This design comes from an exercise in tuning for small area, a short achievable clock period and few clock cycles per item on the open sky130 flow, not from production work. RTL that was checked went through simulation tests only; none was proved equivalent to the original. Power and IR drop assume default switching activity.

## ex_mem_top
module ex_mem_top #(
    parameter int DMEM_WORDS = 16
) (
    input  logic        clk_in,
    input  logic        reset,
    input  logic        rdy_in,
    input  logic [3:0]  issue_cmd,
    input  logic [31:0] issue_pc,
    input  logic [31:0] issue_rs1,
    input  logic [31:0] issue_rs2,
    input  logic [31:0] issue_imm,
    input  logic [4:0]  issue_rd,
    input  logic        issue_strobe,
    output logic        ex_busy,
    output logic [4:0]  wb_rd,
    output logic [31:0] wb_data,
    output logic        wb_strobe,
    output logic        branch_taken,
    output logic [31:0] branch_target
);
Size in the first run: ~700 flip-flops, roughly 210 I/O pins, roughly 29000 um^2 of cells after synthesis.
==> module ex_mem_top, before the edit <==
module ex_mem_top #(
    parameter int DMEM_WORDS = 16
) (
    input  logic        clk_in,
    input  logic        reset,
    input  logic        rdy_in,
    input  logic [3:0]  issue_cmd,
    input  logic [31:0] issue_pc,
    input  logic [31:0] issue_rs1,
    input  logic [31:0] issue_rs2,
    input  logic [31:0] issue_imm,
    input  logic [4:0]  issue_rd,
    input  logic        issue_strobe,
    output logic        ex_busy,
    output logic [4:0]  wb_rd,
    output logic [31:0] wb_data,
    output logic        wb_strobe,
    output logic        branch_taken,
    output logic [31:0] branch_target
);
    localparam logic [3:0] C_ADD = 4'd0;
    localparam logic [3:0] C_SUB = 4'd1;
    localparam logic [3:0] C_AND = 4'd2;
    localparam logic [3:0] C_OR  = 4'd3;
    localparam logic [3:0] C_XOR = 4'd4;
    localparam logic [3:0] C_SLT = 4'd5;
    localparam logic [3:0] C_SLL = 4'd6;
    localparam logic [3:0] C_SRL = 4'd7;
    localparam logic [3:0] C_BEQ = 4'd8;
    localparam logic [3:0] C_BNE = 4'd9;
    localparam logic [3:0] C_LW  = 4'd10;
    localparam logic [3:0] C_SW  = 4'd11;
    assign ex_busy = !rdy_in;
    logic accept;
    assign accept = issue_strobe && rdy_in;
    logic        d_br, d_sll, d_shift, d_inv, d_sw, d_wb, d_taken;
    logic [31:0] d_rs1, d_a, d_b;
    logic [5:0]  d_addr;
    always_comb begin
        d_br    = (issue_cmd == C_BEQ) || (issue_cmd == C_BNE);
        d_sll   = (issue_cmd == C_SLL);
        d_shift = (issue_cmd == C_SLL) || (issue_cmd == C_SRL);
        d_inv   = (issue_cmd == C_SUB) || (issue_cmd == C_SLT);
        d_sw    = (issue_cmd == C_SW);
        d_wb    = (issue_cmd <= C_SRL) || (issue_cmd == C_LW);
        d_taken = ((issue_rs1 == issue_rs2) == (issue_cmd == C_BEQ)) && d_br;
        d_addr  = issue_rs1[5:0] + issue_imm[5:0];
        for (int i = 0; i < 32; i++) d_rs1[i] = d_sll ? issue_rs1[31-i] : issue_rs1[i];
        if (d_shift && issue_rs2[4]) d_rs1 = {16'd0, d_rs1[31:16]};
        d_a = d_br ? issue_pc : d_rs1;
        d_b = d_br ? issue_imm : (d_inv ? ~issue_rs2 : issue_rs2);
    end
    logic        s_wb, s_br, s_sw;
    logic [31:0] s_a, s_p, s_wd;
    logic        s_cin, s_g0, s_and, s_xor;
    logic        s_sum, s_slt, s_srl, s_sll;
    logic [15:0] s_sel, s_ldh;
    logic [3:0]  s_sh;
    logic [4:0]  s_rd;
    always_ff @(posedge clk_in) begin
        if (reset) begin
            s_wb <= 1'b0;
            s_br <= 1'b0;
            s_sw <= 1'b0;
        end else begin
            s_wb <= accept && d_wb;
            s_br <= accept && d_taken;
            s_sw <= accept && d_sw;
        end
    end
    always_ff @(posedge clk_in) begin
        s_a   <= d_a;
        s_p   <= d_a ^ d_b;
        s_wd  <= issue_rs2;
        s_cin <= d_inv;
        s_g0  <= (d_a[0] ^ d_b[0]) ? d_inv : d_a[0];
        s_and <= (issue_cmd == C_AND) || (issue_cmd == C_OR);
        s_xor <= (issue_cmd == C_XOR) || (issue_cmd == C_OR);
        s_sum <= (issue_cmd == C_ADD) || (issue_cmd == C_SUB) || d_br;
        s_slt <= (issue_cmd == C_SLT);
        s_srl <= (issue_cmd == C_SRL);
        s_sll <= d_sll;
        for (int w = 0; w < 16; w++) begin
            s_sel[w] <= (d_addr[5:2] == 4'(w)) && ((issue_cmd == C_LW) || d_sw);
            s_ldh[w] <= (d_addr[5:2] == 4'(w)) && (issue_cmd == C_LW);
        end
        s_sh  <= issue_rs2[3:0];
        s_rd  <= issue_rd;
    end
    logic [31:0] dmem [DMEM_WORDS];
    logic [31:0] gn, pg, pp, ng, np, sum, lg, sh, sh_rev, rdata, result;
    logic        lt;
    int          j;
    always_comb begin
        gn = s_a & ~s_p;
        pg = gn;
        pp = s_p;
        pg[0] = s_g0;
        for (int l = 0; l < 5; l++) begin
            ng = pg;
            np = pp;
            for (int i = 0; i < 32; i++) begin
                if ((i >> l) & 1) begin
                    j = ((i >> l) << l) - 1;
                    ng[i] = pg[i] | (pp[i] & pg[j]);
                    np[i] = pp[i] & pp[j];
                end
            end
            pg = ng;
            pp = np;
        end
        sum = s_p ^ {pg[30:0], s_cin};
        lg  = ({32{s_and}} & gn) | ({32{s_xor}} & s_p);
        lt  = s_p[31] ? !pg[30] : s_a[31];
        sh  = s_a >> s_sh;
        for (int i = 0; i < 32; i++) sh_rev[i] = sh[31-i];
        rdata = '0;
        for (int w = 0; w < 16; w++) rdata = rdata | ({{16{s_ldh[w]}}, {16{s_sel[w]}}} & dmem[w]);
        result = ({32{s_sum}} & sum) | lg | {31'd0, s_slt & lt} |
                 ({32{s_srl}} & sh) | ({32{s_sll}} & sh_rev) |
                 rdata;
    end
    always_ff @(posedge clk_in) begin
        for (int w = 0; w < 16; w++) begin
            if (s_sw && s_sel[w]) dmem[w] <= s_wd;
        end
    end
    logic        pend_wb, pend_br;
    logic [31:0] res;
    logic [4:0]  res_rd;
    always_ff @(posedge clk_in) begin
        if (reset) begin
            wb_strobe    <= 1'b0;
            branch_taken <= 1'b0;
            pend_wb      <= 1'b0;
            pend_br      <= 1'b0;
        end else begin
            wb_strobe    <= rdy_in && (s_wb || pend_wb);
            branch_taken <= rdy_in && (s_br || pend_br);
            pend_wb      <= !rdy_in && (s_wb || pend_wb);
            pend_br      <= !rdy_in && (s_br || pend_br);
        end
    end
    always_ff @(posedge clk_in) begin
        if (s_wb || s_br) begin
            res    <= result;
            res_rd <= s_rd;
        end
    end
    assign wb_data       = res;
    assign branch_target = res;
    assign wb_rd         = res_rd;
endmodule
Settings: LEC_CHECK=0, CAP_MARGIN=20, CORE_MARGIN=2, CORE_UTILIZATION=60, CTS_BUF_LIST=sky130_fd_sc_hd__clkbuf_8, CTS_CLUSTER_DIAMETER=50, CTS_CLUSTER_SIZE=16, SETUP_SLACK_MARGIN=2.7, SLEW_MARGIN=20, TNS_END_PERCENT=100; clock period 5.0 ns.
standard.sh (not shown) runs the stock make flow with config.mk's settings and CLKGATE_MAP_FILE= SYNTH_SCRIPT=/design/flow/synth_recipe.tcl, a recipe that flattens the netlist after the stock synthesis.
==> flow/flow/run.sh <==
#!/bin/bash
set -euo pipefail
bash standard.sh \
  BUFFER_PORTS_ARGS="-buffer_cell sky130_fd_sc_hd__buf_1" \
  CTS_ARGS="-sink_clustering_enable -repair_clock_nets -sink_clustering_size 16 -sink_clustering_max_diameter 50 -buf_list sky130_fd_sc_hd__clkbuf_8 -dont_use_dummy_load" \
  MATCH_CELL_FOOTPRINT=0 \
  finish > standard_make.log 2>&1
==> next run, changes <==
--- a/flow/design.v
+++ b/flow/design.v
@@ -94,20 +94,20 @@
         d_sw    = (issue_cmd == C_SW);
         d_wb    = (issue_cmd <= C_SRL) || (issue_cmd == C_LW);
         d_taken = ((issue_rs1 == issue_rs2) == (issue_cmd == C_BEQ)) && d_br;
         d_addr  = issue_rs1[5:0] + issue_imm[5:0];
         for (int i = 0; i < 32; i++) d_rs1[i] = d_sll ? issue_rs1[31-i] : issue_rs1[i];
         if (d_shift && issue_rs2[4]) d_rs1 = {16'd0, d_rs1[31:16]};
-        d_a = d_br ? issue_pc : d_rs1;
+        d_a = d_br ? issue_pc : (d_sw ? 32'd0 : d_rs1);
         d_b = d_br ? issue_imm : (d_inv ? ~issue_rs2 : issue_rs2);
     end
     logic        s_wb, s_br, s_sw;
-    logic [31:0] s_a, s_p, s_wd;
+    logic [31:0] s_a, s_p;
     logic        s_cin, s_g0, s_and, s_xor;
     logic        s_sum, s_slt, s_srl, s_sll;
-    logic [15:0] s_sel, s_ldh;
+    logic [15:0] s_sel;
     logic [3:0]  s_sh;
     logic [4:0]  s_rd;
     always_ff @(posedge clk_in) begin
         if (reset) begin
             s_wb <= 1'b0;
             s_br <= 1'b0;
@@ -118,25 +118,22 @@
             s_sw <= accept && d_sw;
         end
     end
     always_ff @(posedge clk_in) begin
         s_a   <= d_a;
         s_p   <= d_a ^ d_b;
-        s_wd  <= issue_rs2;
         s_cin <= d_inv;
         s_g0  <= (d_a[0] ^ d_b[0]) ? d_inv : d_a[0];
         s_and <= (issue_cmd == C_AND) || (issue_cmd == C_OR);
         s_xor <= (issue_cmd == C_XOR) || (issue_cmd == C_OR);
         s_sum <= (issue_cmd == C_ADD) || (issue_cmd == C_SUB) || d_br;
         s_slt <= (issue_cmd == C_SLT);
         s_srl <= (issue_cmd == C_SRL);
         s_sll <= d_sll;
-        for (int w = 0; w < 16; w++) begin
+        for (int w = 0; w < 16; w++)
             s_sel[w] <= (d_addr[5:2] == 4'(w)) && ((issue_cmd == C_LW) || d_sw);
-            s_ldh[w] <= (d_addr[5:2] == 4'(w)) && (issue_cmd == C_LW);
-        end
         s_sh  <= issue_rs2[3:0];
         s_rd  <= issue_rd;
     end
     logic [31:0] dmem [DMEM_WORDS];
     logic [31:0] gn, pg, pp, ng, np, sum, lg, sh, sh_rev, rdata, result;
     logic        lt;
@@ -162,20 +159,20 @@
         sum = s_p ^ {pg[30:0], s_cin};
         lg  = ({32{s_and}} & gn) | ({32{s_xor}} & s_p);
         lt  = s_p[31] ? !pg[30] : s_a[31];
         sh  = s_a >> s_sh;
         for (int i = 0; i < 32; i++) sh_rev[i] = sh[31-i];
         rdata = '0;
-        for (int w = 0; w < 16; w++) rdata = rdata | ({{16{s_ldh[w]}}, {16{s_sel[w]}}} & dmem[w]);
+        for (int w = 0; w < 16; w++) rdata = rdata | ({32{s_sel[w]}} & dmem[w]);
         result = ({32{s_sum}} & sum) | lg | {31'd0, s_slt & lt} |
                  ({32{s_srl}} & sh) | ({32{s_sll}} & sh_rev) |
                  rdata;
     end
     always_ff @(posedge clk_in) begin
         for (int w = 0; w < 16; w++) begin
-            if (s_sw && s_sel[w]) dmem[w] <= s_wd;
+            if (s_sw && s_sel[w]) dmem[w] <= s_p;
         end
     end
     logic        pend_wb, pend_br;
     logic [31:0] res;
     logic [4:0]  res_rd;
     always_ff @(posedge clk_in) begin
After rerunning: Power falls by 0.31%; clock skew stays flat; core utilization falls by 0.18 points; first-iteration DRC count rises by 5.3%; die area falls by 4.3%; hold slack loses 0.029 ns.
Testbench counts after the change, summed over its fixed seeds: cycles 16,016, ops 16,000.
The RTL of the first run of this note was laid out without a check of its function.

## separate check: timing with driven ports
No port has a modelled driver above. Below, the same layouts with a new extraction and two added sets of constraints.
Step 1: set_driving_cell puts a clkbuf_16 on clk_in and a buf_2 on each other input, an assumption about the parent block.
Step 2 moves the port delays by t, midway between the first and last clock arrival at a register: inputs arrive t later, outputs are due t later. That takes back most of the time a late clock gives input paths.
Three values: no drivers, after step 1, after step 2; two values: the first two.
run	shift t [ns]	slack for setup (ns)	worst data-port slew with drivers (ns)
the first run	0.731	2.530 / 2.530 / 1.989	0.06
the second run	0.710	2.615 / 2.573 / 2.093	0.05
After both steps setup and hold are still met in every run listed. For the first run, which loses most, drivers alone change the setup slack by 0.000 ns; drivers and shift together by -0.541 ns.
